From an optimization exercise on the open Yosys and OpenROAD flow, aimed at small area; shortcuts taken in it are not production practice.
At most, simulation tests tie the RTL to the original design; equivalence was not proved.
No activity file was given, so power comes from the tool's default toggle rates.

==> flow/design.v <==
package rx_e1_pkg;
   localparam int E1_SLOTS = 14;
   localparam int MF_LEN   = 16;
   localparam int MFI_W    = $clog2(MF_LEN);
   localparam int CH_W     = 6;
   typedef struct packed {
      logic [CH_W-1:0] ch;
      logic [7:0]      dat_byte;
   } e1_word_t;
   function automatic int gn(input int ch_n);
      gn = (ch_n + E1_SLOTS - 1) / E1_SLOTS;
   endfunction
endpackage
module rx_e1_sync_fifo #(
   parameter int W  = 14,
   parameter int AW = 4
) (
   input  logic         clk,
   input  logic         rst,
   input  logic         wr_en,
   input  logic [W-1:0] wr_data,
   input  logic         rd_en,
   output logic [W-1:0] rd_data,
   output logic         full,
   output logic         empty
);
   localparam int N = 2**AW;
   logic [W-1:0] mem_q [N];
   logic [AW:0]  wp_q, rp_q;
   logic         same, do_rd;
   logic [N-1:0] rsel;
   assign same  = (wp_q[AW-1:0] == rp_q[AW-1:0]);
   assign full  = same & (wp_q[AW] ^ rp_q[AW]);
   assign empty = same & ~(wp_q[AW] ^ rp_q[AW]);
   assign do_rd = rd_en & ~empty;
   always_comb begin
      rd_data = '0;
      for (int k = 0; k < N; k++) begin
         rsel[k] = (rp_q[AW-1:0] == AW'(k)) & ~empty;
         rd_data = rd_data | ({W{rsel[k]}} & mem_q[k]);
      end
   end
   always_ff @(posedge clk or posedge rst) begin
      if (rst) begin
         wp_q <= '0;
         rp_q <= '0;
      end else begin
         if (wr_en) wp_q <= wp_q + 1'b1;
         if (do_rd) rp_q <= rp_q + 1'b1;
      end
   end
   always_ff @(posedge clk)
      for (int k = 0; k < N; k++)
         if (wr_en && wp_q[AW-1:0] == AW'(k)) mem_q[k] <= wr_data;
endmodule
module rx_e1_byte_pack #(
   parameter int CH_N    = 42,
   parameter int FIFO_AW = 4
) (
   input  logic             Ck,
   input  logic             Rs,
   input  logic [rx_e1_pkg::MFI_W-1:0] E1_MFI,
   input  logic [5:0]       Dv_Dat,
   input  logic [CH_N-1:0]  Ch_En,
   output logic             Out_Vld,
   input  logic             Out_Rdy,
   output logic [rx_e1_pkg::CH_W-1:0] Out_Ch,
   output logic [7:0]       Out_Byte,
   output logic [CH_N-1:0]  Ovr_Flag,
   input  logic             Ovr_Clr
);
   localparam int SL = rx_e1_pkg::E1_SLOTS;
   logic [SL-1:0]   slot;
   logic [CH_N-1:0] psel, pwr, full_q, ovr_q;
   logic [7:0]      sr_q   [CH_N];
   logic [7:0]      hold_q [CH_N];
   logic [rx_e1_pkg::CH_W-1:0] ptr_q;
   logic            rs_seen, sel_full, fifo_full, fifo_empty, fifo_wr;
   logic [7:0]      sel_hold;
   logic [rx_e1_pkg::CH_W+7:0] rd_word;
   always_ff @(posedge Ck or posedge Rs)
      if (Rs) rs_seen <= 1'b1;
      else    rs_seen <= 1'b0;
   always_comb
      for (int m = 0; m < SL; m++) slot[m] = (E1_MFI == rx_e1_pkg::MFI_W'(m));
   always_comb
      for (int c = 0; c < CH_N; c++) begin
         psel[c] = (ptr_q == rx_e1_pkg::CH_W'(c)) & ~rs_seen;
         pwr[c]  = psel[c] & ~fifo_full;
      end
   for (genvar c = 0; c < CH_N; c++) begin : g_ch
      logic       hit, dat, en, hen, sh, kp, done;
      logic [7:0] sr, sr_d;
      assign sr   = sr_q[c];
      assign hit  = slot[c % SL] & Dv_Dat[2*(c / SL) + 1];
      assign dat  = Dv_Dat[2*(c / SL)];
      assign en   = Ch_En[c] & ~rs_seen;
      assign hen  = en & hit;
      assign sh   = hen & ~sr[7];
      assign kp   = en & ~hit;
      assign done = hen & sr[7];
      always_comb begin
         for (int i = 2; i < 8; i++) sr_d[i] = (sh & sr[i-1]) | (kp & sr[i]);
         sr_d[1] = rs_seen ? (Ch_En[c] & hit) : ((sh & sr[0]) | (kp & sr[1]));
         sr_d[0] = rs_seen ? (~Ch_En[c] | ~hit | dat) : (~en | (hit & (sr[7] | dat)) | (kp & sr[0]));
      end
      always_ff @(posedge Ck) begin
         sr_q[c]   <= sr_d;
         full_q[c] <= en & (done | (full_q[c] & ~pwr[c]));
         if (done) hold_q[c] <= {sr[6:0], dat};
      end
      always_ff @(posedge Ck or posedge Rs)
         if (Rs) ovr_q[c] <= 1'b0;
         else    ovr_q[c] <= (ovr_q[c] & ~Ovr_Clr) | (done & full_q[c] & ~pwr[c]);
   end
   always_comb begin
      sel_full = 1'b0;
      sel_hold = '0;
      for (int c = 0; c < CH_N; c++) begin
         sel_full = sel_full | (psel[c] & full_q[c]);
         sel_hold = sel_hold | ({8{psel[c]}} & hold_q[c]);
      end
   end
   assign fifo_wr = sel_full & ~fifo_full;
   always_ff @(posedge Ck or posedge Rs) begin
      if (Rs)                                         ptr_q <= '0;
      else if (!(sel_full && fifo_full)) begin
         if (ptr_q == rx_e1_pkg::CH_W'(CH_N - 1))     ptr_q <= '0;
         else                                         ptr_q <= ptr_q + 1'b1;
      end
   end
   assign Ovr_Flag = ovr_q;
   rx_e1_sync_fifo #(
      .W  (rx_e1_pkg::CH_W + 8),
      .AW (FIFO_AW)
   ) u_fifo (
      .clk     (Ck),
      .rst     (Rs),
      .wr_en   (fifo_wr),
      .wr_data ({ptr_q, sel_hold}),
      .rd_en   (Out_Rdy),
      .rd_data (rd_word),
      .full    (fifo_full),
      .empty   (fifo_empty)
   );
   assign Out_Vld  = ~fifo_empty;
   assign Out_Ch   = rd_word[rx_e1_pkg::CH_W+7:8];
   assign Out_Byte = rd_word[7:0];
endmodule
export LEC_CHECK = 0
export ABC_AREA = 1
export CAP_MARGIN = 10
export CORE_MARGIN = 2
export CORE_UTILIZATION = 75
export SLEW_MARGIN = 10
create_clock -name core_clock -period 10.0 [get_ports {Ck}]
standard.sh (not shown) runs the stock make flow with config.mk's settings and CLKGATE_MAP_FILE= SYNTH_SCRIPT=/design/flow/synth_recipe.tcl, a recipe that flattens the netlist after the stock synthesis.
==> flow/flow/run.sh <==
#!/bin/bash
# Own layout flow: the standard synthesis, then its combinational logic mapped again for area
# (registers untouched), then the standard ORFS layout of that netlist with a clock tree built
# from smaller clusters and without dummy loads.
set -euo pipefail
cd "$(dirname "$0")/.."
W=$PWD
PLAT=${FLOW_PLATFORM:-sky130hd}
R=orfs/results/$PLAT/rx_e1_byte_pack/base

bash standard.sh synth > $W/std_synth.log 2>&1
cp $R/1_2_yosys.v $W/std_netlist.v
cp -r orfs/reports $W/std_reports 2>/dev/null || true

export REMAP_LIB=$FLOW_HOME/platforms/$PLAT/lib/sky130_fd_sc_hd__tt_025C_1v80.lib
export REMAP_DONT_USE="sky130_fd_sc_hd__probe_p_8 sky130_fd_sc_hd__probec_p_8 sky130_fd_sc_hd__lpflow_*"
export REMAP_IN=$W/std_netlist.v REMAP_OUT=$W/remap.v REMAP_STAT=$W/remap_stat.txt
export REMAP_TOP=${FLOW_TOP:-rx_e1_byte_pack} REMAP_ABC=$W/flow/area.abc
yosys -c $W/flow/remap.tcl > $W/remap.log 2>&1

mv orfs orfs_std
CTS="-sink_clustering_enable -repair_clock_nets -dont_use_dummy_load"
CTS="$CTS -buf_list sky130_fd_sc_hd__clkbuf_8 -sink_clustering_size 16 -sink_clustering_max_diameter 50"
bash standard.sh SYNTH_NETLIST_FILES=$W/remap.v "CTS_ARGS=$CTS" "BUFFER_PORTS_ARGS=-buffer_cell sky130_fd_sc_hd__buf_1" finish > $W/layout.log 2>&1
==> flow/flow/area.abc <==
strash; dc2; dc2; dc2; &get -n; &dch -f; &nf -a -R 1000; &put; strash; &get -n; &dch -f; &nf -a -R 1000; &put; strash; &get -n; &dch -f; &nf -a -R 1000; &put
==> flow/flow/remap.tcl <==
# Re-map the combinational logic of the standard synthesis netlist with an area-oriented ABC
# script. Register instances keep their names and cell types; only the logic between them is
# mapped again.
yosys -import
set lib $::env(REMAP_LIB)
set dont_use {}
foreach c $::env(REMAP_DONT_USE) { lappend dont_use -dont_use $c }
read_liberty -ignore_miss_func -overwrite $lib
read_verilog $::env(REMAP_IN)
hierarchy -top $::env(REMAP_TOP)
set keep {sky130_fd_sc_hd__df* sky130_fd_sc_hd__edf* sky130_fd_sc_hd__sdf* sky130_fd_sc_hd__dl* sky130_fd_sc_hd__conb*}
setattr -mod -set keep_hierarchy 1 {*}$keep
flatten
hierarchy -top $::env(REMAP_TOP)
blackbox {*}$keep
opt_clean -purge
abc -script $::env(REMAP_ABC) -liberty $lib {*}$dont_use
opt_clean -purge
hilomap -singleton -hicell sky130_fd_sc_hd__conb_1 HI -locell sky130_fd_sc_hd__conb_1 LO
splitnets
opt_clean -purge
hierarchy -top $::env(REMAP_TOP)
tee -o $::env(REMAP_STAT) stat -liberty $lib
write_verilog -noattr -noexpr -nohex -nodec -selected $::env(REMAP_OUT)
Rerun with:
--- a/flow/design.v
+++ b/flow/design.v
@@ -26,16 +26,15 @@
 );
    localparam int N = 2**AW;
-   logic [W-1:0] mem_q [N];
-   logic [AW:0]  wp_q, rp_q;
-   logic         same, do_rd;
-   logic [N-1:0] rsel;
-   assign same  = (wp_q[AW-1:0] == rp_q[AW-1:0]);
-   assign full  = same & (wp_q[AW] ^ rp_q[AW]);
-   assign empty = same & ~(wp_q[AW] ^ rp_q[AW]);
-   assign do_rd = rd_en & ~empty;
+   logic [W-1:0]  mem_q [N];
+   logic [AW-1:0] top_q;
+   logic          nz_q, do_rd;
+   logic [N-1:0]  rsel;
+   assign full  = nz_q & (&top_q);
+   assign empty = ~nz_q;
+   assign do_rd = rd_en & nz_q;
    always_comb begin
       rd_data = '0;
       for (int k = 0; k < N; k++) begin
-         rsel[k] = (rp_q[AW-1:0] == AW'(k)) & ~empty;
+         rsel[k] = (top_q == AW'(k)) & nz_q;
          rd_data = rd_data | ({W{rsel[k]}} & mem_q[k]);
       end
@@ -43,14 +42,19 @@
    always_ff @(posedge clk or posedge rst) begin
       if (rst) begin
-         wp_q <= '0;
-         rp_q <= '0;
-      end else begin
-         if (wr_en) wp_q <= wp_q + 1'b1;
-         if (do_rd) rp_q <= rp_q + 1'b1;
+         top_q <= '0;
+         nz_q  <= 1'b0;
+      end else if (wr_en && !do_rd) begin
+         if (nz_q) top_q <= top_q + 1'b1;
+         nz_q <= 1'b1;
+      end else if (do_rd && !wr_en) begin
+         if (top_q == '0) nz_q  <= 1'b0;
+         else             top_q <= top_q - 1'b1;
       end
    end
    always_ff @(posedge clk)
-      for (int k = 0; k < N; k++)
-         if (wr_en && wp_q[AW-1:0] == AW'(k)) mem_q[k] <= wr_data;
+      if (wr_en) begin
+         mem_q[0] <= wr_data;
+         for (int k = 1; k < N; k++) mem_q[k] <= mem_q[k-1];
+      end
 endmodule
 module rx_e1_byte_pack #(
Result: Via count goes up slightly; flip-flop and latch count shrinks by 5; non-clock buffer count fell by 16; global-route usage came out higher by 1.9 points; sequential power barely changes; cell count falls slightly; first-iteration DRC count came out higher by about a fifth; setup slack improves by 1100 ps; total power drops slightly; utilization decreases by 0.59 points; design area drops slightly; combinational power fell by about a fifth.
Only the layout flow was run in the first run of this note; the RTL was not checked for function there.

## what the ideal ports hide
How much do the figures lean on ideal ports? The routed layouts below were timed once more, with nothing changed but the port constraints. Step 1 (the two cells are an assumption about what drives the block):
set clk [get_ports {Ck}]
set_driving_cell -lib_cell sky130_fd_sc_hd__clkbuf_16 $clk
set_driving_cell -lib_cell sky130_fd_sc_hd__buf_2 [delete_from_list [all_inputs] $clk]
Step 2 times the ports against the registers' clock, not the clock port: input delays grow and output delays shrink by t, the midpoint of the rising clock arrivals with the driver on. Three values: ideal ports, drivers, drivers and shift; two values: the first two.
run | t, ns | setup WS [ns] | worst setup path after step 2 | worst register clock-pin slew, ns | worst data-port slew with drivers (ns)
the first run | 0.740 | 3.453 / 3.393 / 4.133 | register to output | 0.11 / 0.11 | 0.10
the second run | 0.762 | 4.507 / 4.507 / 4.507 | register to register | 0.12 / 0.12 | 0.08
After both steps every run listed still meets setup and hold.
